Source: an optimization exercise on an open RTL-to-GDS flow (aim: a short achievable clock period and few clock cycles). Production flows keep margins and buffers that such runs may drop. Where RTL was checked, it was by simulation tests only, not by an equivalence proof against the original. The RTL of runs 1 and 5 was laid out without a check of its function. The clock cells of runs 3 to 5 come from the design's own scripts or RTL, not from TritonCTS. The clock port is modelled as an ideal driver, which makes a skipped or thinned clock tree look cheaper than it is; a real chip needs a root buffer or a tree. Power figures rest on the tool's default switching activity, not on a simulated workload.

### flow/constraint.sdc
create_clock -name core_clock -period 15.0 [get_ports {i_clk}]
set_input_delay 3.0000 -clock core_clock [delete_from_list [all_inputs] [get_ports {i_clk}]]
set_output_delay 3.0000 -clock core_clock [all_outputs]
set_load 0.01 [all_outputs]
### flow/flow/run.sh
#!/bin/bash
set -euo pipefail
MARGIN=${MARGIN:-11.1}
bash standard.sh SETUP_SLACK_MARGIN=$MARGIN finish > make_finish.log 2>&1
### flow/config.mk
export PLATFORM = sky130hd
export DESIGN_NAME = arm_fire_controller_core
export DESIGN_NICKNAME = arm_fire_controller_core
export VERILOG_FILES = /design/flow/design.v
export SDC_FILE = /design/flow/constraint.sdc
export NUM_CORES = 4
export LEC_CHECK = 0
export CAP_MARGIN = 20
export CORE_MARGIN = 2
export CORE_UTILIZATION = 40
export SLEW_MARGIN = 20
### flow/standard.sh
#!/bin/bash
# synth_recipe.tcl (not shown) runs the flow's synth.tcl, then flattens the netlist and writes it again
# the make line also repeats each setting of config.mk as NAME=value (left out here)
make -C /OpenROAD-flow-scripts/flow DESIGN_CONFIG=/design/flow/config.mk WORK_HOME=/design/flow/orfs CLKGATE_MAP_FILE= SYNTH_SCRIPT=/design/flow/synth_recipe.tcl "${@:-finish}"
### flow/design.v
`default_nettype none
package afc_pkg;
    localparam int PHASE_BITS_DEF = 16;
    localparam int LEVEL_BITS_DEF = 8;
    localparam int IN_DATA_W  = 8;
    localparam int OUT_DATA_W = 16;
    localparam int CFG_IDX_W  = 3;
    localparam int CFG_DATA_W = 16;
    localparam int LED_W      = 8;
    localparam logic [1:0] MODE_STARTUP = 2'd0;
    localparam logic [1:0] MODE_READY   = 2'd1;
    localparam logic [1:0] MODE_ARMED   = 2'd2;
    localparam logic [1:0] MODE_FIRING  = 2'd3;
    localparam logic [2:0] MSG_NONE     = 3'd0;
    localparam logic [2:0] MSG_READY    = 3'd1;
    localparam logic [2:0] MSG_ARMED    = 3'd2;
    localparam logic [2:0] MSG_DISARMED = 3'd3;
    localparam logic [2:0] MSG_FIRING   = 3'd4;
    localparam logic [2:0] MSG_FIRED    = 3'd5;
    localparam logic [CFG_IDX_W-1:0] CFG_STARTUP_MS  = 3'd0;
    localparam logic [CFG_IDX_W-1:0] CFG_FIRING_MS   = 3'd1;
    localparam logic [CFG_IDX_W-1:0] CFG_DEBOUNCE_MS = 3'd2;
    localparam logic [CFG_IDX_W-1:0] CFG_BLINK_MS    = 3'd3;
    localparam logic [CFG_IDX_W-1:0] CFG_PHASE_STEP  = 3'd4;
    localparam logic [15:0] STARTUP_MS_RST  = 16'd1000;
    localparam logic [15:0] FIRING_MS_RST   = 16'd5000;
    localparam logic [15:0] DEBOUNCE_MS_RST = 16'd1000;
    localparam logic [9:0]  BLINK_MS_RST    = 10'd100;
    localparam logic [12:0] PHASE_STEP_RST  = 13'd5;
endpackage
`default_nettype wire
`default_nettype none
import afc_pkg::*;
module arm_fire_controller_core #(
    parameter int PHASE_BITS = afc_pkg::PHASE_BITS_DEF,
    parameter int LEVEL_BITS = afc_pkg::LEVEL_BITS_DEF
) (
    input  wire logic                            i_clk,
    input  wire logic                            i_rst_n,
    input  wire logic                            i_cfg_valid,
    output logic                                 o_cfg_ready,
    input  wire logic [afc_pkg::CFG_IDX_W-1:0]   i_cfg_index,
    input  wire logic [afc_pkg::CFG_DATA_W-1:0]  i_cfg_data,
    input  wire logic                            i_s_tvalid,
    output logic                                 o_s_tready,
    input  wire logic [afc_pkg::IN_DATA_W-1:0]   i_s_tdata,
    output logic                                 o_m_tvalid,
    input  wire logic                            i_m_tready,
    output logic [afc_pkg::OUT_DATA_W-1:0]       o_m_tdata,
    output logic                                 o_m_tlast
);
    localparam int FAW = 4;              
    localparam int FD  = 1 << FAW;       
    localparam int CAP = FD;             
    assign o_cfg_ready = 1'b1;
    logic        r_rst;                  
    logic        r_rdy;
    logic        r_in_v;
    logic [1:0]  r_in_d;
    logic        r_cfg_v;
    logic [2:0]  r_cfg_idx;
    logic [15:0] r_cfg_d;
    always_ff @(posedge i_clk) begin
        r_rst     <= !i_rst_n;
        r_in_v    <= i_s_tvalid && r_rdy && i_rst_n;
        r_in_d    <= i_s_tdata[1:0];
        r_cfg_v   <= i_cfg_valid && i_rst_n;
        r_cfg_idx <= i_cfg_index;
        r_cfg_d   <= i_cfg_data;
    end
    assign o_s_tready = r_rdy;
    logic [15:0] r_st_m1, r_fi_m1, r_deb;
    logic        r_st_z, r_fi_z, r_deb_max;
    logic [9:0]  r_bl_m1;
    logic        r_bl_z;
    logic [12:0] r_step;
    always_ff @(posedge i_clk) begin
        if (r_rst) begin
            r_st_m1   <= STARTUP_MS_RST - 16'd1;
            r_st_z    <= 1'b0;
            r_fi_m1   <= FIRING_MS_RST - 16'd1;
            r_fi_z    <= 1'b0;
            r_deb     <= DEBOUNCE_MS_RST;
            r_deb_max <= 1'b0;
            r_bl_m1   <= BLINK_MS_RST - 10'd1;
            r_bl_z    <= 1'b0;
            r_step    <= PHASE_STEP_RST;
        end else if (r_cfg_v) begin
            case (r_cfg_idx)
                CFG_STARTUP_MS: begin
                    r_st_m1 <= r_cfg_d - 16'd1;
                    r_st_z  <= r_cfg_d == 16'd0;
                end
                CFG_FIRING_MS: begin
                    r_fi_m1 <= r_cfg_d - 16'd1;
                    r_fi_z  <= r_cfg_d == 16'd0;
                end
                CFG_DEBOUNCE_MS: begin
                    r_deb     <= r_cfg_d;
                    r_deb_max <= r_cfg_d == 16'hFFFF;
                end
                CFG_BLINK_MS: begin
                    r_bl_m1 <= r_cfg_d[9:0] - 10'd1;
                    r_bl_z  <= r_cfg_d[9:0] == 10'd0;
                end
                CFG_PHASE_STEP: r_step <= r_cfg_d[12:0];
                default: ;
            endcase
        end
    end
    logic [1:0]  r_mode, n_mode;
    logic [15:0] r_pt, n_pt;
    logic [9:0]  r_bt, n_bt;
    logic [15:0] r_since, n_since;
    logic [15:0] r_phase, n_phase;
    logic        r_blink, n_blink;
    logic [2:0]  n_msg0, n_msg1;
    logic        n_two;
    logic        sw, press;
    logic [15:0] since_inc, pt_inc;
    logic [9:0]  bt_inc;
    logic        trig, fire_go, startup_done, firing_done, blink_done;
    assign sw    = r_in_d[0];
    assign press = r_in_d[1];
    assign since_inc    = (r_since == 16'hFFFF) ? r_since : r_since + 16'd1;
    assign pt_inc       = (r_pt == 16'hFFFF) ? r_pt : r_pt + 16'd1;
    assign bt_inc       = (r_bt == 10'h3FF) ? r_bt : r_bt + 10'd1;
    assign trig         = press && (r_since >= r_deb) && !r_deb_max;
    assign fire_go      = trig && (r_mode == MODE_ARMED);
    assign startup_done = r_st_z || (r_pt >= r_st_m1);
    assign firing_done  = r_fi_z || (r_pt >= r_fi_m1);
    assign blink_done   = r_bl_z || (r_bt >= r_bl_m1);
    assign n_since      = trig ? 16'd0 : since_inc;
    always_comb begin
        n_mode  = r_mode;
        n_pt    = r_pt;
        n_bt    = r_bt;
        n_blink = r_blink;
        n_phase = r_phase;
        n_msg0  = MSG_NONE;
        n_msg1  = MSG_NONE;
        n_two   = 1'b0;
        if (fire_go) begin
            n_mode  = MODE_FIRING;
            n_pt    = 16'd0;
            n_bt    = 10'd0;
            n_blink = 1'b1;
            n_msg0  = MSG_FIRING;
        end else begin
            case (r_mode)
                MODE_STARTUP: begin
                    if (startup_done) begin
                        n_mode = MODE_READY;
                        n_pt   = 16'd0;
                        n_msg0 = MSG_READY;
                    end else begin
                        n_pt   = pt_inc;
                    end
                end
                MODE_READY: begin
                    if (!sw) begin
                        n_mode  = MODE_ARMED;
                        n_phase = 16'd0;
                        n_msg0  = MSG_ARMED;
                    end
                end
                MODE_ARMED: begin
                    if (!sw) begin
                        n_phase = r_phase + {3'd0, r_step};
                    end else begin
                        n_mode = MODE_READY;
                        n_msg0 = MSG_DISARMED;
                        n_msg1 = MSG_READY;
                        n_two  = 1'b1;
                    end
                end
                default: begin  
                    if (firing_done) begin
                        n_mode  = MODE_ARMED;
                        n_pt    = 16'd0;
                        n_bt    = 10'd0;
                        n_blink = 1'b0;
                        n_phase = 16'd0;
                        n_msg0  = MSG_FIRED;
                        if (!sw) begin
                            n_msg1 = MSG_ARMED;
                            n_two  = 1'b1;
                        end
                    end else begin
                        n_pt    = pt_inc;
                        n_bt    = blink_done ? 10'd0 : bt_inc;
                        n_blink = blink_done ? !r_blink : r_blink;
                    end
                end
            endcase
        end
    end
    always_ff @(posedge i_clk) begin
        if (r_rst) begin
            r_mode  <= MODE_STARTUP;
            r_pt    <= 16'd0;
            r_bt    <= 10'd0;
            r_since <= 16'd0;
            r_phase <= 16'd0;
            r_blink <= 1'b0;
        end else if (r_in_v) begin
            r_mode  <= n_mode;
            r_pt    <= n_pt;
            r_bt    <= n_bt;
            r_since <= n_since;
            r_phase <= n_phase;
            r_blink <= n_blink;
        end
    end
    logic       r_s1_v;
    logic [2:0] r_s1_msg0;
    logic       r_s1_two;
    always_ff @(posedge i_clk) begin
        if (r_rst) r_s1_v <= 1'b0;
        else       r_s1_v <= r_in_v;
        r_s1_msg0 <= n_msg0;
        r_s1_two  <= n_two;
    end
    function automatic logic [14:0] sine_tab(input logic [3:0] idx);
        logic [14:0] v;
        case (idx)
            4'd0:    v = 15'd0;
            4'd1:    v = 15'd3212;
            4'd2:    v = 15'd6393;
            4'd3:    v = 15'd9512;
            4'd4:    v = 15'd12540;
            4'd5:    v = 15'd15447;
            4'd6:    v = 15'd18205;
            4'd7:    v = 15'd20788;
            4'd8:    v = 15'd23170;
            4'd9:    v = 15'd25330;
            4'd10:   v = 15'd27246;
            4'd11:   v = 15'd28899;
            4'd12:   v = 15'd30274;
            4'd13:   v = 15'd31357;
            4'd14:   v = 15'd32138;
            default: v = 15'd32610;
        endcase
        sine_tab = v;
    endfunction
    function automatic logic [11:0] sine_dif(input logic [3:0] idx);
        logic [11:0] v;
        case (idx)
            4'd0:    v = 12'd3212;
            4'd1:    v = 12'd3181;
            4'd2:    v = 12'd3119;
            4'd3:    v = 12'd3028;
            4'd4:    v = 12'd2907;
            4'd5:    v = 12'd2758;
            4'd6:    v = 12'd2583;
            4'd7:    v = 12'd2382;
            4'd8:    v = 12'd2160;
            4'd9:    v = 12'd1916;
            4'd10:   v = 12'd1653;
            4'd11:   v = 12'd1375;
            4'd12:   v = 12'd1083;
            4'd13:   v = 12'd781;
            4'd14:   v = 12'd472;
            default: v = 12'd158;
        endcase
        sine_dif = v;
    endfunction
    logic [15:0] p1_p;
    logic [14:0] p1_x;
    logic        r_p1_v, r_p1_two, r_p1_arm, r_p1_on, r_p1_top, r_p1_q1;
    logic [1:0]  r_p1_mode;
    logic [2:0]  r_p1_msg0;
    logic [14:0] r_p1_lo;
    logic [11:0] r_p1_dif;
    logic [9:0]  r_p1_f;
    assign p1_p = r_phase + 16'd16384;
    assign p1_x = p1_p[14] ? (15'd16384 - {1'b0, p1_p[13:0]}) : {1'b0, p1_p[13:0]};
    always_ff @(posedge i_clk) begin
        if (r_rst) r_p1_v <= 1'b0;
        else       r_p1_v <= r_s1_v;
        r_p1_mode <= r_mode;
        r_p1_msg0 <= r_s1_msg0;
        r_p1_two  <= r_s1_two;
        r_p1_arm  <= r_mode == MODE_ARMED;
        r_p1_on   <= (r_mode == MODE_FIRING) && r_blink;
        r_p1_lo   <= sine_tab(p1_x[13:10]);
        r_p1_dif  <= sine_dif(p1_x[13:10]);
        r_p1_f    <= p1_x[9:0];
        r_p1_top  <= p1_x[14];
        r_p1_q1   <= p1_p[15];
    end
    logic        r_p2_v, r_p2_two, r_p2_arm, r_p2_on, r_p2_top, r_p2_q1;
    logic [1:0]  r_p2_mode;
    logic [2:0]  r_p2_msg0;
    logic [14:0] r_p2_lo;
    logic [16:0] r_p2_m0, r_p2_m1;
    always_ff @(posedge i_clk) begin
        if (r_rst) r_p2_v <= 1'b0;
        else       r_p2_v <= r_p1_v;
        r_p2_mode <= r_p1_mode;
        r_p2_msg0 <= r_p1_msg0;
        r_p2_two  <= r_p1_two;
        r_p2_arm  <= r_p1_arm;
        r_p2_on   <= r_p1_on;
        r_p2_lo   <= r_p1_lo;
        r_p2_m0   <= r_p1_dif * r_p1_f[4:0];
        r_p2_m1   <= r_p1_dif * r_p1_f[9:5];
        r_p2_top  <= r_p1_top;
        r_p2_q1   <= r_p1_q1;
    end
    logic [25:0] p3_sum;
    logic [15:0] r_p3_s;
    logic        r_p3_v, r_p3_two, r_p3_arm, r_p3_on, r_p3_q1;
    logic [1:0]  r_p3_mode;
    logic [2:0]  r_p3_msg0;
    assign p3_sum = {1'b0, r_p2_lo, 10'd0} + {9'd0, r_p2_m0} + {4'd0, r_p2_m1, 5'd0};
    always_ff @(posedge i_clk) begin
        if (r_rst) r_p3_v <= 1'b0;
        else       r_p3_v <= r_p2_v;
        r_p3_mode <= r_p2_mode;
        r_p3_msg0 <= r_p2_msg0;
        r_p3_two  <= r_p2_two;
        r_p3_arm  <= r_p2_arm;
        r_p3_on   <= r_p2_on;
        r_p3_s    <= r_p2_top ? 16'd32768 : p3_sum[25:10];
        r_p3_q1   <= r_p2_q1;
    end
    logic [7:0]  p4_a, p4_b, p4_pulse, p4_lvl;
    logic        p4_lt, p4_nz;
    assign p4_a     = r_p3_s[15:8];
    assign p4_b     = r_p3_s[7:0];
    assign p4_lt    = (p4_b < p4_a) || ((p4_b == p4_a) && (p4_b != 8'd0));
    assign p4_nz    = r_p3_s != 16'd0;
    assign p4_pulse = r_p3_q1 ? (8'd128 + p4_a - {7'd0, p4_lt})
                              : (8'd128 - p4_a + {7'd0, p4_lt} - {7'd0, p4_nz});
    assign p4_lvl   = r_p3_arm ? p4_pulse : {8{r_p3_on}};
    logic [13:0]  r_mem [FD];
    logic [FAW:0] r_wp, r_rp;
    always_ff @(posedge i_clk) begin
        if (r_p3_v)
            r_mem[r_wp[FAW-1:0]] <= {r_p3_two, r_p3_msg0, p4_lvl, r_p3_mode};
    end
    always_ff @(posedge i_clk) begin
        if (r_rst)        r_wp <= '0;
        else if (r_p3_v)  r_wp <= r_wp + 1'b1;
    end
    logic        r_o_valid, r_o_last, r_sub;
    logic [1:0]  r_o_mode;
    logic [7:0]  r_o_level;
    logic [2:0]  r_o_msg;
    logic [FAW:0] rp1;
    logic [13:0]  e0, e1;
    logic         ne0, ne1;
    logic         a_v, a_last, b_v, b_last, b_sub, b_pop;
    logic [12:0]  a_w, b_w;
    logic         adv, pop;
    function automatic logic [2:0] second_msg(input logic [2:0] m0);
        second_msg = (m0 == MSG_DISARMED) ? MSG_READY : MSG_ARMED;
    endfunction
    assign rp1 = r_rp + 1'b1;
    assign e0  = r_mem[r_rp[FAW-1:0]];
    assign e1  = r_mem[rp1[FAW-1:0]];
    assign ne0 = r_wp != r_rp;
    assign ne1 = ne0 && (r_wp != rp1);
    assign a_v    = ne0;
    assign a_w    = {r_sub ? second_msg(e0[12:10]) : e0[12:10], e0[9:0]};
    assign a_last = r_sub || !e0[13];
    assign b_pop  = r_sub || !e0[13];
    assign b_sub  = !b_pop;
    assign b_v    = b_pop ? ne1 : 1'b1;
    assign b_w    = b_pop ? e1[12:0] : {second_msg(e0[12:10]), e0[9:0]};
    assign b_last = b_pop ? !e1[13] : 1'b1;
    logic        t_v, n_v, t_last, n_last, t_pop;
    logic [12:0] t_w, n_w;
    assign t_v    = !r_rst && (r_o_valid ? b_v : a_v);
    assign n_v    = !r_rst && a_v;
    assign t_w    = r_o_valid ? b_w : a_w;
    assign n_w    = a_w;
    assign t_last = r_o_valid ? b_last : a_last;
    assign n_last = a_last;
    assign t_pop  = r_o_valid && b_pop;
    assign adv = r_o_valid && i_m_tready;
    assign pop = i_m_tready && t_pop;
    always_ff @(posedge i_clk) begin
        r_o_valid                      <= i_rst_n && (i_m_tready ? t_v : n_v);
        r_o_last                       <= i_m_tready ? t_last : n_last;
        {r_o_msg, r_o_level, r_o_mode} <= i_m_tready ? t_w : n_w;
    end
    always_ff @(posedge i_clk) begin
        if (r_rst) begin
            r_sub <= 1'b0;
            r_rp  <= '0;
        end else begin
            r_sub <= r_sub ^ (adv && (b_sub ^ r_sub));
            r_rp  <= r_rp + {{FAW{1'b0}}, pop};
        end
    end
    assign o_m_tvalid = r_o_valid;
    assign o_m_tlast  = r_o_last;
    assign o_m_tdata  = {2'b00, r_o_msg, r_o_level, 1'b1, r_o_mode};
    logic       r_pop_d;
    logic [5:0] r_cnt;
    logic [5:0] cnt_all;
    assign cnt_all = r_cnt + {5'd0, r_in_v} + {5'd0, r_rdy} - {5'd0, r_pop_d};
    always_ff @(posedge i_clk) begin
        if (r_rst) begin
            r_pop_d <= 1'b0;
            r_cnt   <= '0;
            r_rdy   <= 1'b1;
        end else begin
            r_pop_d <= pop;
            r_cnt   <= r_cnt + {5'd0, r_in_v} - {5'd0, r_pop_d};
            r_rdy   <= cnt_all < 6'(CAP);
        end
    end
endmodule
`default_nettype wire
==> flow_metrics.env, run 1 <==
export IMPL_fin_crit_sh=0.277
export IMPL_fmax_mhz=240
export IMPL_finalHoldViolCount=0
export IMPL_switchingPower_mw=0.687
export IMPL_crit_chain="buf_6"
export IMPL_cpLargestDelayFamily="flip-flops"
export IMPL_hold_class="flip-flop to flip-flop"
export IMPL_fin_tns_setup_ns=0
export IMPL_critical_path_peak_fanout=2
export IMPL_seqCellArea_um2=13400
export IMPL_slew_headroom=0.268
export IMPL_hpwl_um=44200
export IMPL_drc=0
export IMPL_antenna_cells=0
export IMPL_clkTransAtPathRegs_ns=0.06
export IMPL_seqPwrFrac=0.487
export IMPL_wl_um=67200
export IMPL_final_max_slew_viol_count=0
export IMPL_areaGrowthSynthToFinish_pct=15.4
export IMPL_synthArstFlopShare=0
export IMPL_rows=98
export IMPL_critPathBufInv=1
export IMPL_cts_max_level=2
export IMPL_die_area_um2=75000
export IMPL_cts_tree="built"
export IMPL_drt_initial_drc_count=1244
export IMPL_ioPinCount=52
export IMPL_synthFlopType="dfxtp_1"
export IMPL_grt_overflow_total=0
export IMPL_cts_sinks=552
export IMPL_stdcell_count=3609
export IMPL_startpoint_type="flip-flop"
export IMPL_min_period_ns=4.16
export IMPL_ir_worst_vdd_mv=0.0943
export IMPL_holdWs_ns=0.289
export IMPL_num_vias=19600
export IMPL_yosysMostFrequentCell="dfxtp_1"
export IMPL_syn_inst=2549
export IMPL_grt_max_degree=61
export IMPL_avgSynthCellArea_um2=11.4
export IMPL_grt_pass1_wl_um=107000
export IMPL_die_h_um=274
export IMPL_synth_common_cells="328 x dfxtp_1, 224 x edfxtp_1, 208 x ha_1, 191 x nand2_1"
export IMPL_drive_above_1_share=0.178
export IMPL_multi_input_area_um2=15200
export IMPL_antenna_found_initial=0
export IMPL_cts_buffers=61
export IMPL_yosys_warnings=1
export IMPL_rsz0062_at_grt="yes"
export IMPL_core_area_um2=71900
export IMPL_end_kind="primary output"
export IMPL_synth_top_cell_area_share=0.231
export IMPL_netlist_area_um2=29100
export IMPL_cts_hold_buf=0
export IMPL_final_nets=2915
export IMPL_first_pass_iters=5
export IMPL_insertion_delay_ns=0.67
export IMPL_power_leakage_nw=13.0
export IMPL_drv_cap=0
export IMPL_yosys_cell_types_count=80
export IMPL_grt_pass1_vias=19700
export IMPL_synth_area_top_cells="edfxtp_1 23%, dfxtp_1 23%, mux4_2 11%"
export IMPL_ys_seq_area_frac=0.456
export IMPL_slowest_delay_ns=0.39
export IMPL_finClkSkew_ns=0.0479
export IMPL_cp_arrival_ns=1.16
export IMPL_wl_per_cell_um=18.6
export IMPL_p_comb_frac=0.018
export IMPL_crit_required_ns=12.00
export IMPL_intPower_mw=2.53
export IMPL_initial_core_util=0.406
export IMPL_gp_congestion=0.840
export IMPL_synth_top_area_cell="edfxtp_1"
export IMPL_root_buffer="clkbuf_16"
export IMPL_synth_edff_count=224
export IMPL_slowest_stage="dfxtp_4"
export IMPL_numPortBuffers=41
export IMPL_switching_share=0.213
export IMPL_critical_path_class="flip-flop to primary output"
export IMPL_fp_dieW_um=274
export IMPL_ant_nets=0
export IMPL_fillers=6461
export IMPL_setup_viol=0
export IMPL_clock_path_buffers=3
export IMPL_worstMarginPinSlew_ns=1.10
export IMPL_status="timing/DRC/antenna clean"
export IMPL_vias_per_cell=5.43
export IMPL_placed_cells=3455
export IMPL_grtUsageTotal=0.179
export IMPL_synth_seq_cells=552
export IMPL_p_clk_frac=0.495
export IMPL_p_per_area_nw_per_um2=95.8
-- cell families after synthesis --
group                    synth area share
buffers and inverters              0.0407
flip-flops                          0.456
multiplexers                        0.115
AND/OR/NAND/NOR                     0.122
other                            0.000258
XOR/XNOR                           0.0354
adder cells (fa/ha/maj)             0.137
AO/OA/AOI/OAI                      0.0935
-- routing by layer --
layer,routed length (um),track usage,vias up
met5,0,0,-
met4,1920,0.0578,0
met3,3190,0.0269,130
met2,32400,0.303,461
met1,29700,0.237,9744
li1,-,-,9268
-- cell usage in the layout (no fill, tap or decap), drive strengths merged, types with 78 or more instances in the layout --
cell type / count
dfxtp: 328
edfxtp: 224
ha: 208
inv: 193
nand2: 192
nor2: 190
mux4: 139
a21oi: 138
and2: 109
xnor2: 84
buf: 80
clkbuf: 78
-- flip-flops by register name, indices dropped and copies added (netlist names), 12 cells and up, named ones only --
register,cells
r_p2_m1,17
r_pt,16
r_p3_s,16
r_deb,16
r_mem,224
r_p2_lo,15
r_cfg_d,16
r_fi_m1,16
r_phase,16
r_p2_m0,12
r_p1_lo,15
r_step,13
r_p1_dif,12
r_since,16
r_st_m1,16
-- metrics by stage --
stage / setup slack [ns] / power, mW / util / cell area (um2)
2_1_floorplan: 10.87 / 1.64 / - / 29300
3_3_place_gp: 9.74 / 1.66 / 0.427 / 30700
3_5_place_dp: 9.74 / 1.66 / 0.427 / 30700
4_1_cts: 10.80 / 3.26 / 0.465 / 33400
5_1_grt: 10.75 / 3.33 / 0.468 / 33600
6_report: 10.84 / 3.22 / 0.468 / 33600
-- power by group through the flow --
stage	clock network (mW)	logic, mW	registers [mW]
after global routing	1.69	0.0643	1.57
after detailed placement	0	0.0567	1.60
final	1.60	0.0572	1.57
after floorplan	0	0.0410	1.60
after CTS	1.63	0.0577	1.57
after global placement	0	0.0552	1.60
-- worst paths after layout --
kind / start / endpoint / slack, ns / depth (start not counted)
max: r_o_valid$_DFF_P_ / o_m_tvalid / 10.84 / 1
max reg2reg: r_p3_s[9]$_SDFF_PP0_ / r_mem[15][9]$_DFFE_PP_ / 10.90 / 23
min: r_p2_msg0[0]$_DFF_P_ / r_p3_msg0[0]$_DFF_P_ / 0.29 / 0
min reg2reg: r_p2_msg0[0]$_DFF_P_ / r_p3_msg0[0]$_DFF_P_ / 0.29 / 0
-- layout make-up --
class,count,share of cell area
clock buffers,77,0.0497
clock inverters,39,0.0159
inverters,191,0.0214
multi-input cells,1695,0.453
flip-flops and latches,552,0.398
well taps,950,0.0353
repair buffers,105,0.0270
-- timing repair --
action,4_1_cts,5_1_grt
endpoints found under the hold margin,0,0
endpoints found under the setup margin,111,138
cloned,1,0
pin swaps,38,26
gates resized for setup,167,26
buffers inserted,27,9
==> run 2, diff against run 1 <==
--- a/flow/design.v
+++ b/flow/design.v
@@ -336,2 +336,14 @@
     assign p4_lvl   = r_p3_arm ? p4_pulse : {8{r_p3_on}};
+    logic       r_p4_v, r_p4_two;
+    logic [1:0] r_p4_mode;
+    logic [2:0] r_p4_msg0;
+    logic [7:0] r_p4_lvl;
+    always_ff @(posedge i_clk) begin
+        if (r_rst) r_p4_v <= 1'b0;
+        else       r_p4_v <= r_p3_v;
+        r_p4_mode <= r_p3_mode;
+        r_p4_msg0 <= r_p3_msg0;
+        r_p4_two  <= r_p3_two;
+        r_p4_lvl  <= p4_lvl;
+    end
     logic [13:0]  r_mem [FD];
@@ -339,4 +351,4 @@
     always_ff @(posedge i_clk) begin
-        if (r_p3_v)
-            r_mem[r_wp[FAW-1:0]] <= {r_p3_two, r_p3_msg0, p4_lvl, r_p3_mode};
+        if (r_p4_v)
+            r_mem[r_wp[FAW-1:0]] <= {r_p4_two, r_p4_msg0, r_p4_lvl, r_p4_mode};
     end
@@ -344,3 +356,3 @@
         if (r_rst)        r_wp <= '0;
-        else if (r_p3_v)  r_wp <= r_wp + 1'b1;
+        else if (r_p4_v)  r_wp <= r_wp + 1'b1;
     end
@@ -383,6 +395,22 @@
     assign pop = i_m_tready && t_pop;
+    logic         t_sub, n_sub, d_valid, d_last, d_sub, d_pop;
+    logic [FAW:0] t_rp, n_rp, d_rp;
+    logic [12:0]  d_w;
+    assign t_sub = r_o_valid ? b_sub : r_sub;
+    assign n_sub = r_sub;
+    assign t_rp  = t_pop ? rp1 : r_rp;
+    assign n_rp  = r_rp;
+    afc_tsel_en u_sel_v (
+        .i_en(i_rst_n), .i_s(i_m_tready), .i_a1(t_v), .i_a0(n_v), .o_y(d_valid)
+    );
+    afc_tsel #(.W(17 + FAW)) u_sel_d (
+        .i_s(i_m_tready),
+        .i_a1({t_last, t_w, t_sub, t_rp, t_pop}),
+        .i_a0({n_last, n_w, n_sub, n_rp, 1'b0}),
+        .o_y ({d_last, d_w, d_sub, d_rp, d_pop})
+    );
     always_ff @(posedge i_clk) begin
-        r_o_valid                      <= i_rst_n && (i_m_tready ? t_v : n_v);
-        r_o_last                       <= i_m_tready ? t_last : n_last;
-        {r_o_msg, r_o_level, r_o_mode} <= i_m_tready ? t_w : n_w;
+        r_o_valid                      <= d_valid;
+        r_o_last                       <= d_last;
+        {r_o_msg, r_o_level, r_o_mode} <= d_w;
     end
@@ -393,4 +421,4 @@
         end else begin
-            r_sub <= r_sub ^ (adv && (b_sub ^ r_sub));
-            r_rp  <= r_rp + {{FAW{1'b0}}, pop};
+            r_sub <= d_sub;
+            r_rp  <= d_rp;
         end
@@ -410,3 +438,3 @@
         end else begin
-            r_pop_d <= pop;
+            r_pop_d <= d_pop;
             r_cnt   <= r_cnt + {5'd0, r_in_v} - {5'd0, r_pop_d};
@@ -416,2 +444,21 @@
 endmodule
+module afc_tsel #(
+    parameter int W = 1
+) (
+    input  wire logic         i_s,
+    input  wire logic [W-1:0] i_a1,
+    input  wire logic [W-1:0] i_a0,
+    output logic      [W-1:0] o_y
+);
+    assign o_y = i_s ? i_a1 : i_a0;
+endmodule
+module afc_tsel_en (
+    input  wire logic i_en,
+    input  wire logic i_s,
+    input  wire logic i_a1,
+    input  wire logic i_a0,
+    output logic      o_y
+);
+    assign o_y = i_en && (i_s ? i_a1 : i_a0);
+endmodule
 `default_nettype wire
--- a/flow/config.mk
+++ b/flow/config.mk
@@ -7,2 +7,3 @@
 export LEC_CHECK = 0
+export ABC_CLOCK_PERIOD_IN_PS = 2500
 export CAP_MARGIN = 20
@@ -11 +12,2 @@
 export SLEW_MARGIN = 20
+export SYNTH_HIERARCHICAL = 1
==> run 2 against run 1 <==
Still clean. Global-route usage decreased by 0.14 points. Non-clock buffer count grew 2. Clock power down 4%. Routed wire length grew 3.1%. Utilization fell by 0.60 points. Clock skew grew 0.013 ns. Sequential share of layout area grew 0.66 points. Critical endpoint is now o_m_tdata[0]. Largest cell class unchanged. Largest power group is now registers. Highest routed layer unchanged.
==> flow_metrics.env, run 2 <==
export IMPL_num_vias=20100
export IMPL_gp_congestion=0.815
export IMPL_core_area_um2=73200
export IMPL_synth_edff_count=224
export IMPL_cp_arrival_ns=1.12
export IMPL_power_mw=3.24
export IMPL_r2r_end="r_p2_m1[15]$_DFF_P_"
export IMPL_cts_hold_buf=0
export IMPL_seqPwrFrac=0.497
export IMPL_synth_top_area_cell="dfxtp_1"
export IMPL_pre_cts_slack_ns=10.64
export IMPL_synth_seq_cells=567
export IMPL_clkTransAtPathRegs_ns=0.06
export IMPL_rows=99
export IMPL_fillers=6530
export IMPL_die_h_um=276
export IMPL_fmax_mhz=243
export IMPL_finalHoldViolCount=0
export IMPL_switchingPower_mw=0.699
export IMPL_cts_max_level=2
export IMPL_cpLargestDelayFamily="flip-flops"
export IMPL_r2r_cells=16
export IMPL_syn_inst=2654
export IMPL_wl_um=69400
export IMPL_p_per_area_nw_per_um2=95.9
export IMPL_power_leakage_nw=13.2
export IMPL_slowest_delay_ns=0.36
export IMPL_slew_headroom=0.224
export IMPL_cts_sinks=567
export IMPL_hold_class="flip-flop to flip-flop"
export IMPL_root_buffer="clkbuf_16"
export IMPL_yosys_warnings=7
export IMPL_insertion_delay_ns=0.65
export IMPL_finClkSkew_ns=0.0607
export IMPL_final_common_cell="dfxtp_1"
export IMPL_synthSimpleGateAreaFrac=0.121
export IMPL_worstSetupEndpoint="o_m_tdata[0]"
export IMPL_synthFlopType="dfxtp_1"
export IMPL_antenna_found_initial=1
export IMPL_final_max_slew_viol_count=0
export IMPL_synth_top_family_by_area="adder cells"
export IMPL_vias_per_cell=5.40
export IMPL_fin_tns_setup_ns=0
export IMPL_largest_reg_flops=224
export IMPL_place_area_um2=31100
export IMPL_grt_pass1_wl_um=109000
export IMPL_fin_crit_sh=0.275
export IMPL_critical_path_peak_fanout=1
export IMPL_crit_chain="buf_6"
export IMPL_status="timing/DRC/antenna clean"
export IMPL_p_comb_frac=0.027
export IMPL_synthArstFlopShare=0
export IMPL_synth_xor_area_frac=0.0351
export IMPL_synth_top_cell_area_share=0.231
export IMPL_seqCellArea_um2=13700
export IMPL_wl_per_cell_um=18.7
export IMPL_ioPinCount=52
export IMPL_p_clk_frac=0.476
export IMPL_synth_fa_ha_area_frac=0.133
export IMPL_netlist_area_um2=29700
export IMPL_synth_area_top_cells="dfxtp_1 23%, edfxtp_1 23%, ha_1 8.7%"
export IMPL_drv_cap=0
export IMPL_hpwl_um=46300
export IMPL_yosys_cell_types_count=82
export IMPL_grt_overflow_total=0
export IMPL_switching_share=0.215
export IMPL_multi_input_area_um2=15200
export IMPL_cts_tree="built"
export IMPL_r2r_slack_ns=11.09
export IMPL_timing_rr_start="r_p1_dif[3]$_DFF_P_"
export IMPL_die_area_um2=76400
export IMPL_final_cell_area_um2=33800
export IMPL_ir_worst_vdd_mv=0.0956
export IMPL_final_nets=3013
export IMPL_drive_above_1_share=0.154
export IMPL_drt_initial_drc_count=1543
export IMPL_worst_slack_ns=10.88
export IMPL_stdcell_count=3715
export IMPL_worstMarginPinSlew_ns=1.16
export IMPL_min_period_ns=4.12
export IMPL_drc=0
export IMPL_startpoint="r_o_mode[0]$_DFF_P_"
export IMPL_placed_cells=3565
export IMPL_crit_required_ns=12.00
export IMPL_rsz0062_at_grt="yes"
export IMPL_fp_dieW_um=276
export IMPL_intPower_mw=2.54
export IMPL_first_pass_iters=5
export IMPL_cp_depth=1
export IMPL_grt_max_degree=104
export IMPL_ant_nets=0
export IMPL_numPortBuffers=41
export IMPL_setup_viol=0
export IMPL_initial_core_util=0.405
export IMPL_post_route_util=0.462
export IMPL_synthMuxAreaShare=0.113
export IMPL_synth_compound_area_frac=0.0965
export IMPL_clock_path_buffers=3
export IMPL_critPathBufInv=1
export IMPL_slowest_stage="dfxtp_2"
export IMPL_ys_seq_area_frac=0.458
export IMPL_yosysMostFrequentCell="dfxtp_1"
export IMPL_antenna_cells=0
export IMPL_avgSynthCellArea_um2=11.2
export IMPL_grt_pass1_vias=20400
export IMPL_holdWs_ns=0.319
export IMPL_final_cell_mix="312 x dfxtp_1, 232 x nand2_1, 224 x edfxtp_1"
export IMPL_cts_buffers=59
export IMPL_grtUsageTotal=0.178
export IMPL_startpoint_type="flip-flop"
export IMPL_end_kind="primary output"
export IMPL_areaGrowthSynthToFinish_pct=14.0
export IMPL_critical_path_class="flip-flop to primary output"
export IMPL_synth_common_cells="343 x dfxtp_1, 234 x nand2_1, 224 x edfxtp_1, 206 x ha_1, 192 x inv_1"
## run 2: per-module statistics from Yosys (local to each module, per instance), a selection
module | area [um2] | cells inside
afc_tsel_en | 16.3 | 2
arm_fire_controller_core | 29300 | 2629
## run 2: timing repair
| item | in CTS | in global routing |
|---|---|---|
| hold endpoints to repair | 0 | 0 |
| resized for setup | 161 | 31 |
| pin swaps | 37 | 30 |
| buffers inserted | 26 | 11 |
| cloned | 0 | 1 |
| setup endpoints to repair | 41 | 44 |
## run 2: per-layer routing
layer  wire length (um)  up-vias  global-route usage
li1                   -     9600                   -
met1              30100     9907               0.224
met2              34700      441               0.317
met3               2780      123              0.0209
met4               1860        0              0.0560
met5                  0        -                   0
## run 2: kinds of logic after synthesis
| family | Yosys count |
|---|---|
| buffers and inverters | 314 |
| and+or+nand+nor | 736 |
| other | 2 |
| adders and majority gates | 275 |
| DFF | 567 |
| AOI/OAI and AO/OA | 437 |
| xor gates and xnor gates | 119 |
| muxes | 204 |
## run 2: worst min-delay path by stage
stage | startpoint | endpoint | slack, ns | depth (start not counted)
floorplan | r_s1_msg0[0]$_SDFF_PN0_ | r_p1_msg0[0]$_DFF_P_ | 0.31 | 0
CTS | r_p1_msg0[1]$_DFF_P_ | r_p2_msg0[1]$_DFF_P_ | 0.32 | 0
global placement | r_p1_two$_DFF_P_ | r_p2_two$_DFF_P_ | 0.31 | 0
finish | r_p1_mode[0]$_DFF_P_ | r_p2_mode[0]$_DFF_P_ | 0.32 | 0
global route | r_p1_mode[0]$_DFF_P_ | r_p2_mode[0]$_DFF_P_ | 0.33 | 0
detailed placement | r_p1_msg0[1]$_DFF_P_ | r_p2_msg0[1]$_DFF_P_ | 0.31 | 0
## run 2: area by class of cell
cell class / instances / share of cell area
multi-input cells: 1777 / 0.449
flip-flops and latches: 567 / 0.404
clock buffers: 77 / 0.0480
well taps: 959 / 0.0355
repair buffers: 107 / 0.0275
inverters: 194 / 0.0217
clock inverters: 34 / 0.0135
## run 2: power by group through the flow
stage / clock network, mW / logic (mW) / registers (mW)
finish: 1.54 / 0.0873 / 1.61
global route: 1.63 / 0.0981 / 1.61
detailed placement: 0 / 0.0861 / 1.65
global placement: 0 / 0.0840 / 1.65
floorplan: 0 / 0.0601 / 1.64
CTS: 1.58 / 0.0873 / 1.61
Testbench counts of run 2, summed over its fixed seeds: cycles 41,111.
==> run 3, diff against run 2 <==
==> flow/flow/run.sh (replaced) <==
#!/bin/bash
set -euo pipefail
HERE=$(pwd)
MARGIN=${MARGIN:-11.5}
export AFC_ROOT_CELL=sky130_fd_sc_hd__clkinv_16
export AFC_LEAF_CELL=sky130_fd_sc_hd__clkinv_8
export AFC_LEAF_SIZE=16
export AFC_ROOTS=4
bash standard.sh SETUP_SLACK_MARGIN=$MARGIN POST_CTS_TCL=$HERE/flow/cts_post.tcl finish > make_finish.log 2>&1
==> flow/flow/cts_post.tcl (new file) <==
set block [ord::get_db_block]
set db [ord::get_db]
set clk_port_net [$block findNet i_clk]
set root_cell [expr {[info exists ::env(AFC_ROOT_CELL)] ? $::env(AFC_ROOT_CELL) : "sky130_fd_sc_hd__clkbuf_16"}]
set leaf_cell [expr {[info exists ::env(AFC_LEAF_CELL)] ? $::env(AFC_LEAF_CELL) : "sky130_fd_sc_hd__clkbuf_16"}]
set root_master [$db findMaster $root_cell]
set leaf_master [$db findMaster $leaf_cell]
proc in_pin {inst} {
  foreach it [$inst getITerms] {
    if {[$it getIoType] eq "INPUT" && [[$it getMTerm] getSigType] eq "SIGNAL"} { return $it }
  }
}
proc out_pin {inst} {
  foreach it [$inst getITerms] {
    if {[$it getIoType] eq "OUTPUT"} { return $it }
  }
}
set leaf_size [expr {[info exists ::env(AFC_LEAF_SIZE)] ? $::env(AFC_LEAF_SIZE) : 24}]
set n_roots [expr {[info exists ::env(AFC_ROOTS)] ? $::env(AFC_ROOTS) : 4}]

# walk the old tree
set sinks {}
set old_insts {}
set old_nets {}
set todo [list $clk_port_net]
while {[llength $todo]} {
  set net [lindex $todo 0]
  set todo [lrange $todo 1 end]
  foreach it [$net getITerms] {
    if {![$it isInputSignal] && [$it getIoType] ne "INPUT"} { continue }
    set inst [$it getInst]
    set m [$inst getMaster]
    if {[$m isSequential]} {
      lappend sinks $it
    } else {
      lappend old_insts $inst
      foreach ot [$inst getITerms] {
        if {[$ot getIoType] eq "OUTPUT" && [$ot getNet] ne "NULL"} {
          lappend todo [$ot getNet]
          lappend old_nets [$ot getNet]
        }
      }
    }
  }
}
puts "afc_cts: [llength $sinks] sinks, removing [llength $old_insts] cells and [llength $old_nets] nets"
foreach it $sinks { $it disconnect }
foreach inst $old_insts { odb::dbInst_destroy $inst }
foreach net $old_nets { odb::dbNet_destroy $net }

# sink positions
set pts {}
foreach it $sinks {
  set bb [[$it getInst] getBBox]
  lappend pts [list [expr {([$bb xMin] + [$bb xMax]) / 2.0}] [expr {([$bb yMin] + [$bb yMax]) / 2.0}]]
}

# k-means; returns the cluster index of each point and the centres
proc kmeans {pts k iters} {
  set n [llength $pts]
  set sorted [lsort -real -index 0 $pts]
  set cs {}
  for {set i 0} {$i < $k} {incr i} {
    lappend cs [lindex $sorted [expr {int(($i + 0.5) * $n / $k)}]]
  }
  set asg {}
  for {set it 0} {$it < $iters} {incr it} {
    set asg {}
    foreach p $pts {
      set best 0; set bd 1e30
      set j 0
      foreach c $cs {
        set dx [expr {[lindex $p 0] - [lindex $c 0]}]
        set dy [expr {[lindex $p 1] - [lindex $c 1]}]
        set d [expr {abs($dx) + abs($dy)}]
        if {$d < $bd} { set bd $d; set best $j }
        incr j
      }
      lappend asg $best
    }
    set sx [lrepeat $k 0.0]; set sy [lrepeat $k 0.0]; set cnt [lrepeat $k 0]
    foreach p $pts a $asg {
      lset sx $a [expr {[lindex $sx $a] + [lindex $p 0]}]
      lset sy $a [expr {[lindex $sy $a] + [lindex $p 1]}]
      lset cnt $a [expr {[lindex $cnt $a] + 1}]
    }
    set ncs {}
    for {set j 0} {$j < $k} {incr j} {
      if {[lindex $cnt $j] > 0} {
        lappend ncs [list [expr {[lindex $sx $j] / [lindex $cnt $j]}] [expr {[lindex $sy $j] / [lindex $cnt $j]}]]
      } else {
        lappend ncs [lindex $cs $j]
      }
    }
    set cs $ncs
  }
  return [list $asg $cs]
}

set n_leaf [expr {int(ceil([llength $sinks] / double($leaf_size)))}]
lassign [kmeans $pts $n_leaf 30] leaf_of leaf_c
# roots group the leaves
if {$n_roots > $n_leaf} { set n_roots $n_leaf }
lassign [kmeans $leaf_c $n_roots 30] root_of root_c

proc place_at {inst x y} {
  set m [$inst getMaster]
  set w [$m getWidth]; set h [$m getHeight]
  $inst setLocation [expr {int($x - $w / 2)}] [expr {int($y - $h / 2)}]
  $inst setPlacementStatus PLACED
}

set root_nets {}
for {set r 0} {$r < $n_roots} {incr r} {
  set inst [odb::dbInst_create $block $root_master "afc_clkroot_$r"]
  set net [odb::dbNet_create $block "afc_clknet_root_$r"]
  $net setSigType CLOCK
  [in_pin $inst] connect $clk_port_net
  [out_pin $inst] connect $net
  lassign [lindex $root_c $r] x y
  place_at $inst $x $y
  lappend root_nets $net
}
set leaf_nets {}
for {set l 0} {$l < $n_leaf} {incr l} {
  set inst [odb::dbInst_create $block $leaf_master "afc_clkleaf_$l"]
  set net [odb::dbNet_create $block "afc_clknet_leaf_$l"]
  $net setSigType CLOCK
  [in_pin $inst] connect [lindex $root_nets [lindex $root_of $l]]
  [out_pin $inst] connect $net
  lassign [lindex $leaf_c $l] x y
  place_at $inst $x $y
  lappend leaf_nets $net
}
foreach it $sinks a $leaf_of {
  $it connect [lindex $leaf_nets $a]
}
$clk_port_net setSigType CLOCK
puts "afc_cts: $n_roots root and $n_leaf leaf buffers"

detailed_placement
set_propagated_clock [all_clocks]
estimate_parasitics -placement
report_clock_latency
if {[llength [info procs repair_timing_helper]]} {
  repair_timing_helper
  detailed_placement
  check_placement -verbose
}
==> run 3 against run 2 <==
Via count shrank 0.31%. Critical endpoint is now r_p2_m0[15]$_DFF_P_. Critical path type is now flip-flop to flip-flop. Highest routed layer unchanged. Design area shrank 2.0%. Die area is the same. Largest cell class unchanged. Worst hold slack lost 0.020 ns.
==> flow_metrics.env, run 3 <==
export IMPL_r2r_slack_ns=11.07
export IMPL_core_area_um2=73200
export IMPL_vias_per_cell=5.46
export IMPL_final_nets=3017
export IMPL_clkTransAtPathRegs_ns=0.10
export IMPL_fp_dieW_um=276
export IMPL_numPortBuffers=41
export IMPL_hold_class="flip-flop to flip-flop"
export IMPL_startpoint_type="flip-flop"
export IMPL_antenna_found_initial=0
export IMPL_synthFlopType="dfxtp_1"
export IMPL_worstMarginPinSlew_ns=1.15
export IMPL_setup_viol=0
export IMPL_final_max_slew_viol_count=0
export IMPL_grtUsageTotal=0.177
export IMPL_synth_seq_cells=567
export IMPL_synth_xor_area_frac=0.0351
export IMPL_drive_above_1_share=0.163
export IMPL_drv_cap=0
export IMPL_worst_slack_ns=11.07
export IMPL_stdcell_count=3667
export IMPL_final_common_cell="dfxtp_1"
export IMPL_power_mw=2.39
export IMPL_wl_um=69300
export IMPL_grt_max_degree=72
export IMPL_synth_fa_ha_area_frac=0.133
export IMPL_synth_top_area_cell="dfxtp_1"
export IMPL_fin_crit_sh=0.262
export IMPL_place_area_um2=31200
export IMPL_synth_edff_count=224
export IMPL_ant_nets=0
export IMPL_syn_inst=2654
export IMPL_hpwl_um=46100
export IMPL_cts_sinks=567
export IMPL_drt_initial_drc_count=1402
export IMPL_worstSetupEndpoint="r_p2_m0[15]$_DFF_P_"
export IMPL_end_kind="flip-flop"
export IMPL_slew_headroom=0.234
export IMPL_synth_area_top_cells="dfxtp_1 23%, edfxtp_1 23%, ha_1 8.7%"
export IMPL_power_leakage_nw=12.8
export IMPL_synthSimpleGateAreaFrac=0.121
export IMPL_cp_arrival_ns=4.08
export IMPL_synth_top_cell_area_share=0.231
export IMPL_die_h_um=276
export IMPL_finClkSkew_ns=0.0954
export IMPL_initial_core_util=0.405
export IMPL_finalHoldViolCount=0
export IMPL_r2r_end="r_p2_m0[15]$_DFF_P_"
export IMPL_timing_rr_start="r_p1_f[4]$_DFF_P_"
export IMPL_gp_congestion=0.838
export IMPL_placed_cells=3560
export IMPL_critical_path_class="flip-flop to flip-flop"
export IMPL_min_period_ns=3.93
export IMPL_synthArstFlopShare=0
export IMPL_grt_pass1_vias=20100
export IMPL_yosys_cell_types_count=82
export IMPL_rsz0062_at_grt="yes"
export IMPL_yosys_warnings=7
export IMPL_grt_overflow_total=0
export IMPL_ir_worst_vdd_mv=0.122
export IMPL_die_area_um2=76400
export IMPL_netlist_area_um2=29700
export IMPL_avgSynthCellArea_um2=11.2
export IMPL_drc=0
export IMPL_holdWs_ns=0.299
export IMPL_startpoint="r_p1_f[4]$_DFF_P_"
export IMPL_final_cell_mix="311 x dfxtp_1, 228 x nand2_1, 224 x edfxtp_1"
export IMPL_synthMuxAreaShare=0.113
export IMPL_ioPinCount=52
export IMPL_status="timing/DRC/antenna clean"
export IMPL_p_per_area_nw_per_um2=72.1
export IMPL_pre_cts_slack_ns=10.53
export IMPL_fin_tns_setup_ns=0
export IMPL_insertion_delay_ns=0.29
export IMPL_final_cell_area_um2=33100
export IMPL_rows=99
export IMPL_synth_top_family_by_area="adder cells"
export IMPL_yosysMostFrequentCell="dfxtp_1"
export IMPL_critical_path_peak_fanout=7
export IMPL_num_vias=20000
export IMPL_antenna_cells=0
export IMPL_ys_seq_area_frac=0.458
export IMPL_wl_per_cell_um=18.9
export IMPL_r2r_cells=16
export IMPL_areaGrowthSynthToFinish_pct=11.6
export IMPL_largest_reg_flops=224
export IMPL_grt_pass1_wl_um=108000
export IMPL_synth_common_cells="343 x dfxtp_1, 234 x nand2_1, 224 x edfxtp_1, 206 x ha_1, 192 x inv_1"
export IMPL_fmax_mhz=254
export IMPL_first_pass_iters=7
export IMPL_crit_required_ns=15.15
export IMPL_synth_compound_area_frac=0.0965
export IMPL_post_route_util=0.453
[run 3: cell counts after synthesis]
No cell type changed its count.
[run 3: how the worst min path moves through the flow]
| stage | to | depth (start not counted) | from |
|---|---|---|---|
| global placement | r_p2_msg0[1]$_DFF_P_ | 0 | r_p1_msg0[1]$_DFF_P_ |
| floorplan | r_p1_msg0[0]$_DFF_P_ | 0 | r_s1_msg0[0]$_SDFF_PN0_ |
| finish | r_p2_lo[3]$_DFF_P_ | 0 | r_p1_lo[3]$_DFF_P_ |
| detailed placement | r_p2_lo[6]$_DFF_P_ | 0 | r_p1_lo[6]$_DFF_P_ |
| global route | r_p2_lo[3]$_DFF_P_ | 0 | r_p1_lo[3]$_DFF_P_ |
[run 3: routing by layer]
layer  wire length, um  vias up  GRT usage
met2             35100      456      0.318
met3              2920      116     0.0183
met5                 0        -          0
li1                  -     9566          -
met1             29300     9870      0.220
met4              1970        0     0.0605
[run 3: cell type report]
cell class / instances / area [um2]
fill: 6596 / 40100
multi-input combinational: 1778 / 15600
sequential: 567 / 13700
inverter: 234 / 1440
timing repair buffer: 129 / 1270
tap: 959 / 1200
[run 3: logic make-up after synthesis]
group,Yosys count
other,2
buffers and inverters,314
AOI/OAI and AO/OA,437
muxes,204
xor gates and xnor gates,119
and+or+nand+nor,736
DFF,567
adders and majority gates,275
[run 3: where the power goes]
group          total, mW  leakage [nW]  internal [mW]  switching (mW)
Clock              0.686         0.294          0.114           0.573
Combinational     0.0874          7.69         0.0414          0.0460
Sequential          1.61          4.77           1.60          0.0174
Total               2.39          12.8           1.75           0.636
[run 3: Yosys stat by module, one instance, submodules excluded, a selection]
module,times used,flops+latches
arm_fire_controller_core,1,567
afc_tsel_en,1,0
[run 3: worst max-delay path, stage by stage (launching register included)]
cell and delay [ns]:
dfxtp_4 0.39, buf_4 0.12, nand2_2 0.05, fa_1 0.49
fa_1 0.43, fa_1 0.49, inv_1 0.06, ha_4 0.22
a21o_1 0.18, nand2_2 0.08, nand3_4 0.10, a41oi_4 0.27
nor2b_2 0.08, o41a_1 0.41, a21o_1 0.20, a21oi_2 0.13
xnor2_1 0.12
==> run 4, diff against run 3 <==
--- a/flow/flow/run.sh
+++ b/flow/flow/run.sh
@@ -3,3 +3,3 @@
 HERE=$(pwd)
-MARGIN=${MARGIN:-11.5}
+MARGIN=${MARGIN:-11.25}
 export AFC_ROOT_CELL=sky130_fd_sc_hd__clkinv_16
==> run 4 against run 3 <==
Still clean on timing, DRC and antenna. Critical path depth unchanged. Register-to-register slack better by 0.11 ns. Synthesized area unchanged. Power down 0.17%. Sequential power about the same. Largest power group unchanged.
==> flow_metrics.env, run 4 <==
export IMPL_status="timing/DRC/antenna clean"
export IMPL_grt_max_degree=101
export IMPL_hold_end="r_p1_msg0[2]$_DFF_P_"
export IMPL_critical_path_peak_fanout=8
export IMPL_final_nets=3012
export IMPL_r2r_cells=16
export IMPL_die_area_um2=76400
export IMPL_final_cell_mix="311 x dfxtp_1, 228 x nand2_1, 224 x edfxtp_1"
export IMPL_synth_top_cell_area_share=0.231
export IMPL_yosys_cell_types_count=82
export IMPL_p_per_area_nw_per_um2=72.6
export IMPL_drt_initial_drc_count=1269
export IMPL_netlist_area_um2=29700
export IMPL_vias_per_cell=5.44
export IMPL_fin_tns_setup_ns=0
export IMPL_yosysMostFrequentCell="dfxtp_1"
export IMPL_final_max_slew_viol_count=0
export IMPL_synthArstFlopShare=0
export IMPL_wl_um=69000
export IMPL_finClkSkew_ns=0.0844
export IMPL_cts_sinks=567
export IMPL_timing_rr_start="r_p1_f[3]$_DFF_P_"
export IMPL_rsz0062_at_grt="yes"
export IMPL_clkTransAtPathRegs_ns=0.07
export IMPL_hpwl_um=46800
export IMPL_grt_pass1_vias=20200
export IMPL_critical_path_class="flip-flop to flip-flop"
export IMPL_ioPinCount=52
export IMPL_cp_arrival_ns=3.91
export IMPL_num_vias=19900
export IMPL_slew_headroom=0.216
export IMPL_fp_dieW_um=276
export IMPL_drc=0
export IMPL_min_period_ns=3.82
export IMPL_grt_pass1_wl_um=110000
export IMPL_worst_slack_ns=11.18
export IMPL_crit_required_ns=15.09
export IMPL_grtUsageTotal=0.179
export IMPL_wl_per_cell_um=18.8
export IMPL_initial_core_util=0.405
export IMPL_syn_inst=2654
export IMPL_yosys_warnings=7
export IMPL_fmax_mhz=262
export IMPL_critPathBufInv=2
export IMPL_min_from="r_s1_msg0[2]$_SDFF_PN1_"
export IMPL_avgSynthCellArea_um2=11.2
export IMPL_numPortBuffers=41
export IMPL_fin_crit_sh=0.254
export IMPL_end_kind="flip-flop"
export IMPL_ys_seq_area_frac=0.458
export IMPL_cp_common_cell="fa_1"
export IMPL_setup_viol=0
export IMPL_insertion_delay_ns=0.28
export IMPL_synthFlopType="dfxtp_1"
export IMPL_first_pass_iters=7
export IMPL_synth_seq_cells=567
export IMPL_r2r_slack_ns=11.18
export IMPL_r2r_end="r_p2_m0[15]$_DFF_P_"
export IMPL_synth_edff_count=224
export IMPL_synth_top_area_cell="dfxtp_1"
export IMPL_finalHoldViolCount=0
export IMPL_cpLargestDelayFamily="adder cells"
export IMPL_gp_congestion=0.799
export IMPL_antenna_found_initial=2
export IMPL_drv_cap=0
export IMPL_final_common_cell="dfxtp_1"
export IMPL_worstMarginPinSlew_ns=1.18
export IMPL_areaGrowthSynthToFinish_pct=10.6
export IMPL_grt_overflow_total=0
export IMPL_die_h_um=276
export IMPL_largest_reg_flops=224
export IMPL_drive_above_1_share=0.155
export IMPL_slowest_stage="fa_1"
export IMPL_crit_chain="and2_4, fa_1, fa_1, inv_1, fa_1, inv_2, ha_4, nand2_2, or3_4, nand3_4, a41oi_2, nor2b_2, o41a_1, a21o_1, a21oi_2, xnor2_1"
export IMPL_power_leakage_nw=12.6
export IMPL_ant_nets=0
export IMPL_synth_common_cells="343 x dfxtp_1, 234 x nand2_1, 224 x edfxtp_1, 206 x ha_1, 192 x inv_1"
export IMPL_slowest_delay_ns=0.49
export IMPL_fillers=6639
export IMPL_startpoint="r_p1_f[3]$_DFF_P_"
export IMPL_pre_cts_slack_ns=10.62
export IMPL_rows=99
export IMPL_ir_worst_vdd_mv=0.0926
export IMPL_min_path_cells=0
export IMPL_startpoint_type="flip-flop"
export IMPL_hold_class="flip-flop to flip-flop"
export IMPL_synth_area_top_cells="dfxtp_1 23%, edfxtp_1 23%, ha_1 8.7%"
export IMPL_core_area_um2=73200
## run 4: cell families after synthesis
family | after synthesis | share of synthesized area
xor gates and xnor gates | 119 | 0.0351
buffers and inverters | 314 | 0.0423
and+or+nand+nor | 736 | 0.121
DFF | 567 | 0.458
muxes | 204 | 0.113
other | 2 | 0.000253
adders and majority gates | 275 | 0.133
AOI/OAI and AO/OA | 437 | 0.0965
## run 4: layer usage
metal | vias up | wire (um) | global-route usage
met5 | - | 0 | 0
met4 | 0 | 1690 | 0.0479
met3 | 117 | 2450 | 0.0223
met2 | 387 | 34700 | 0.323
met1 | 9889 | 30200 | 0.226
li1 | 9549 | - | -
## run 4: Yosys stat by module, one instance, submodules excluded, a selection
module | area [um2] | copies in the design | flip-flops and latches
arm_fire_controller_core | 29300 | 1 | 567
afc_tsel_en | 16.3 | 1 | 0
## run 4: stage by stage
stage / total power, mW / hold slack [ns] / std cells / util / cell area (um2)
after detailed placement: 1.73 / 0.312 / 3563 / 0.426 / 31200
final: 2.38 / 0.314 / 3663 / 0.449 / 32800
after global routing: 2.49 / 0.327 / 3662 / 0.449 / 32800
after global placement: 1.73 / 0.310 / 3563 / 0.426 / 31200
after floorplan: 1.70 / 0.310 / 2657 / - / 29900
## run 4: worst max-delay path by stage
stage | to | cells past startpoint
2_1_floorplan | r_p2_m0[15]$_DFF_P_ | 17
3_3_place_gp | r_sub$_SDFF_PP0_ | 3
3_5_place_dp | r_sub$_SDFF_PP0_ | 3
5_1_grt | r_p4_lvl[7]$_DFF_P_ | 24
6_report | r_p2_m0[15]$_DFF_P_ | 16
## run 4: final cells by class
class,instances,area (um2),area share
antenna,1,2.50,0.0000762
inverter,234,1440,0.0438
multi-input combinational,1778,15400,0.469
sequential,567,13700,0.417
tap,959,1200,0.0365
timing repair buffer,124,1100,0.0336
## run 4: where the power goes
part	switching, mW	internal (mW)	leakage [nW]
logic	0.0476	0.0391	7.54
registers	0.0155	1.60	4.77
clock network	0.571	0.114	0.294
## run 4: worst reg2reg max path, cell delays in order, from the launching register on
cell and delay [ns]:
dfxtp_4 0.37, and2_4 0.16, fa_1 0.46, fa_1 0.49, inv_1 0.05, fa_1 0.49, inv_2 0.05, ha_4 0.27
nand2_2 0.04, or3_4 0.34, nand3_4 0.08, a41oi_2 0.12, nor2b_2 0.14, o41a_1 0.21, a21o_1 0.18, a21oi_2 0.07
xnor2_1 0.12
==> run 5, diff against run 4 <==
--- a/flow/design.v
+++ b/flow/design.v
@@ -51,5 +51,5 @@
 );
-    localparam int FAW = 4;              
+    localparam int FAW = 5;              
     localparam int FD  = 1 << FAW;       
-    localparam int CAP = FD;             
+    localparam int CAP = 24;             
     assign o_cfg_ready = 1'b1;
@@ -327,15 +327,8 @@
     end
-    logic [7:0]  p4_a, p4_b, p4_pulse, p4_lvl;
-    logic        p4_lt, p4_nz;
-    assign p4_a     = r_p3_s[15:8];
-    assign p4_b     = r_p3_s[7:0];
-    assign p4_lt    = (p4_b < p4_a) || ((p4_b == p4_a) && (p4_b != 8'd0));
-    assign p4_nz    = r_p3_s != 16'd0;
-    assign p4_pulse = r_p3_q1 ? (8'd128 + p4_a - {7'd0, p4_lt})
-                              : (8'd128 - p4_a + {7'd0, p4_lt} - {7'd0, p4_nz});
-    assign p4_lvl   = r_p3_arm ? p4_pulse : {8{r_p3_on}};
-    logic       r_p4_v, r_p4_two;
+    logic [7:0] p4_b;
+    logic       r_p4_v, r_p4_two, r_p4_arm, r_p4_on, r_p4_q1, r_p4_lt, r_p4_nz;
     logic [1:0] r_p4_mode;
     logic [2:0] r_p4_msg0;
-    logic [7:0] r_p4_lvl;
+    logic [7:0] r_p4_a;
+    assign p4_b = r_p3_s[7:0];
     always_ff @(posedge i_clk) begin
@@ -346,3 +339,23 @@
         r_p4_two  <= r_p3_two;
-        r_p4_lvl  <= p4_lvl;
+        r_p4_arm  <= r_p3_arm;
+        r_p4_on   <= r_p3_on;
+        r_p4_q1   <= r_p3_q1;
+        r_p4_a    <= r_p3_s[15:8];
+        r_p4_lt   <= (p4_b < r_p3_s[15:8]) || ((p4_b == r_p3_s[15:8]) && (p4_b != 8'd0));
+        r_p4_nz   <= r_p3_s != 16'd0;
+    end
+    logic [7:0] p5_pulse;
+    logic       r_p5_v, r_p5_two;
+    logic [1:0] r_p5_mode;
+    logic [2:0] r_p5_msg0;
+    logic [7:0] r_p5_lvl;
+    assign p5_pulse = r_p4_q1 ? (8'd128 + r_p4_a - {7'd0, r_p4_lt})
+                              : (8'd128 - r_p4_a + {7'd0, r_p4_lt} - {7'd0, r_p4_nz});
+    always_ff @(posedge i_clk) begin
+        if (r_rst) r_p5_v <= 1'b0;
+        else       r_p5_v <= r_p4_v;
+        r_p5_mode <= r_p4_mode;
+        r_p5_msg0 <= r_p4_msg0;
+        r_p5_two  <= r_p4_two;
+        r_p5_lvl  <= r_p4_arm ? p5_pulse : {8{r_p4_on}};
     end
@@ -351,4 +364,4 @@
     always_ff @(posedge i_clk) begin
-        if (r_p4_v)
-            r_mem[r_wp[FAW-1:0]] <= {r_p4_two, r_p4_msg0, r_p4_lvl, r_p4_mode};
+        if (r_p5_v)
+            r_mem[r_wp[FAW-1:0]] <= {r_p5_two, r_p5_msg0, r_p5_lvl, r_p5_mode};
     end
@@ -356,3 +369,3 @@
         if (r_rst)        r_wp <= '0;
-        else if (r_p4_v)  r_wp <= r_wp + 1'b1;
+        else if (r_p5_v)  r_wp <= r_wp + 1'b1;
     end
@@ -362,3 +375,3 @@
     logic [2:0]  r_o_msg;
-    logic [FAW:0] rp1;
+    logic [FAW:0] r_rp1, rp2;
     logic [13:0]  e0, e1;
@@ -371,7 +384,7 @@
     endfunction
-    assign rp1 = r_rp + 1'b1;
+    assign rp2 = r_rp1 + 1'b1;
     assign e0  = r_mem[r_rp[FAW-1:0]];
-    assign e1  = r_mem[rp1[FAW-1:0]];
+    assign e1  = r_mem[r_rp1[FAW-1:0]];
     assign ne0 = r_wp != r_rp;
-    assign ne1 = ne0 && (r_wp != rp1);
+    assign ne1 = ne0 && (r_wp != r_rp1);
     assign a_v    = ne0;
@@ -396,3 +409,3 @@
     logic         t_sub, n_sub, d_valid, d_last, d_sub, d_pop;
-    logic [FAW:0] t_rp, n_rp, d_rp;
+    logic [FAW:0] t_rp, n_rp, d_rp, t_rp1, n_rp1, d_rp1;
     logic [12:0]  d_w;
@@ -400,4 +413,6 @@
     assign n_sub = r_sub;
-    assign t_rp  = t_pop ? rp1 : r_rp;
+    assign t_rp  = t_pop ? r_rp1 : r_rp;
     assign n_rp  = r_rp;
+    assign t_rp1 = t_pop ? rp2 : r_rp1;
+    assign n_rp1 = r_rp1;
     afc_tsel_en u_sel_v (
@@ -405,7 +420,7 @@
     );
-    afc_tsel #(.W(17 + FAW)) u_sel_d (
+    afc_tsel #(.W(18 + 2 * FAW)) u_sel_d (
         .i_s(i_m_tready),
-        .i_a1({t_last, t_w, t_sub, t_rp, t_pop}),
-        .i_a0({n_last, n_w, n_sub, n_rp, 1'b0}),
-        .o_y ({d_last, d_w, d_sub, d_rp, d_pop})
+        .i_a1({t_last, t_w, t_sub, t_rp, t_rp1, t_pop}),
+        .i_a0({n_last, n_w, n_sub, n_rp, n_rp1, 1'b0}),
+        .o_y ({d_last, d_w, d_sub, d_rp, d_rp1, d_pop})
     );
@@ -420,2 +435,3 @@
             r_rp  <= '0;
+            r_rp1 <= {{FAW{1'b0}}, 1'b1};
         end else begin
@@ -423,2 +439,3 @@
             r_rp  <= d_rp;
+            r_rp1 <= d_rp1;
         end
--- a/flow/flow/run.sh
+++ b/flow/flow/run.sh
@@ -3,3 +3,3 @@
 HERE=$(pwd)
-MARGIN=${MARGIN:-11.25}
+MARGIN=${MARGIN:-11.5}
 export AFC_ROOT_CELL=sky130_fd_sc_hd__clkinv_16
==> run 5 against run 4 <==
Synthesized area increased by 38%. Global-route usage increased by 1.8 points. Critical path depth decreased by 14. Via count increased by 27%. Design area increased by 38%. Clock skew increased by 0.025 ns. Utilization decreased by 0.20 points. Sequential share of layout area increased by 4.5 points. Worst hold slack improved by 0.0017 ns. Synthesized cell count increased by 18%. Register-to-register slack got worse by 0.06 ns. Largest cell class is now registers. Cell count increased by 24%.
==> flow_metrics.env, run 5 <==
export IMPL_status="timing/DRC/antenna clean"
export IMPL_critPathBufInv=2
export IMPL_die_h_um=324
export IMPL_synth_top_cell_area_share=0.328
export IMPL_r2r_slack_ns=11.12
export IMPL_synth_top_area_cell="edfxtp_1"
export IMPL_synth_area_top_cells="edfxtp_1 33%, dfxtp_1 18%, mux4_2 15%"
export IMPL_numPortBuffers=41
export IMPL_synth_common_cells="448 x edfxtp_1, 371 x dfxtp_1, 280 x mux4_2, 221 x nand2_1, 208 x inv_1"
export IMPL_wl_um=102000
export IMPL_first_pass_iters=7
export IMPL_fp_dieW_um=324
export IMPL_fmax_mhz=255
export IMPL_slowest_stage="dfxtp_2"
export IMPL_p_per_area_nw_per_um2=76.6
export IMPL_critical_path_class="flip-flop to primary output"
export IMPL_finalHoldViolCount=0
export IMPL_ant_nets=0
export IMPL_ir_worst_vdd_mv=0.126
export IMPL_final_common_cell="edfxtp_1"
export IMPL_r2r_cells=15
export IMPL_slew_headroom=0.261
export IMPL_avgSynthCellArea_um2=13.1
export IMPL_crit_chain="buf_6, buf_6"
export IMPL_fin_crit_sh=0.262
export IMPL_finClkSkew_ns=0.109
export IMPL_grt_overflow_total=0
export IMPL_cp_arrival_ns=0.93
export IMPL_cts_sinks=819
export IMPL_antenna_found_initial=2
export IMPL_grt_pass1_wl_um=155000
export IMPL_fin_tns_setup_ns=0
export IMPL_drt_initial_drc_count=1955
export IMPL_drive_above_1_share=0.221
export IMPL_insertion_delay_ns=0.38
export IMPL_hpwl_um=64100
export IMPL_min_path_cells=0
export IMPL_initial_core_util=0.403
export IMPL_r2r_end="r_p2_m0[10]$_DFF_P_"
export IMPL_grtUsageTotal=0.197
export IMPL_timing_rr_start="r_p1_dif[2]$_DFF_P_"
export IMPL_yosys_cell_types_count=73
export IMPL_synthFlopType="edfxtp_1"
export IMPL_areaGrowthSynthToFinish_pct=10.8
export IMPL_rows=117
export IMPL_netlist_area_um2=41000
export IMPL_synth_edff_count=448
export IMPL_min_period_ns=3.93
export IMPL_yosys_warnings=7
## run 5: cell types whose count changed after synthesis, moves of 26 or more
cell,previous run,this run
mux2i_1,72,24
edfxtp_1,224,448
mux4_2,96,280
a221oi_1,31,4
clkbuf_1,87,113
dfxtp_1,343,371
## run 5: worst reg2reg max path, stage by stage, from the launching register on
cell	delay [ns]
dfxtp_4	0.41
and2_4	0.18
fa_1	0.47
fa_1	0.49
inv_1	0.05
fa_1	0.47
inv_1	0.06
ha_4	0.21
o21a_1	0.13
a2111oi_4	0.43
buf_4	0.18
nor2_2	0.04
and2_4	0.15
o21a_1	0.19
nor2_1	0.13
xnor2_1	0.16
## run 5: metrics by stage
stage / utilization / total power, mW / setup WS, ns / hold slack (ns)
finish: 0.447 / 3.48 / 11.07 / 0.316
global route: 0.447 / 3.61 / 10.94 / 0.314
detailed placement: 0.424 / 2.53 / 10.02 / 0.312
global placement: 0.424 / 2.53 / 10.04 / 0.311
floorplan: - / 2.50 / 11.21 / 0.310
## run 5: modules after synthesis, one instance, submodules excluded, a selection
module | copies in the design | area [um2] | cells inside
arm_fire_controller_core | 1 | 40500 | 3088
afc_tsel_en | 1 | 16.3 | 2
## run 5: how the worst max path moves through the flow
stage / startpoint / to / slack, ns
2_1_floorplan: i_m_tready / r_rp1[5]$_SDFF_PP0_ / 11.21
3_3_place_gp: r_rp[1]$_SDFF_PP0_ / r_o_mode[1]$_DFF_P_ / 10.04
3_5_place_dp: r_rp[1]$_SDFF_PP0_ / r_o_level[1]$_DFF_P_ / 10.02
5_1_grt: r_p1_dif[2]$_DFF_P_ / r_p2_m0[10]$_DFF_P_ / 10.94
6_report: r_o_valid$_DFF_P_ / o_m_tvalid / 11.07
## run 5: cell type report
type / count / area, um2
fillers: 9220 / 56300
inverters: 265 / 1750
multi-input cells: 1931 / 19400
flip-flops and latches: 819 / 21000
well taps: 1368 / 1710
repair buffers: 158 / 1650
## run 5: where the power goes
group / switching [mW] / total, mW / internal, mW
clock: 0.841 / 0.992 / 0.151
sequential: 0.0253 / 2.38 / 2.35
combinational: 0.0577 / 0.113 / 0.0549
## run 5: metal layers
metal,vias to the layer above,global-route usage
met2,699,0.338
met5,-,0
li1,11700,-
met4,2,0.0479
met3,124,0.0225
met1,12800,0.267
## run 5: cell families after synthesis
family,count (synthesis),share of synthesized area
adders and majority gates,272,0.0956
DFF,819,0.509
AOI/OAI and AO/OA,431,0.0682
xor gates and xnor gates,103,0.0220
buffers and inverters,374,0.0375
muxes,358,0.176
other,2,0.000183
and+or+nand+nor,762,0.0910

Check on run 5: ideal ports give 11.071 ns setup slack; a clkbuf_16 on the clock port and buf_2 on the inputs give 10.801 ns; moving port delays by the midpoint clock arrival (0.591 ns) as well gives 10.945 ns.
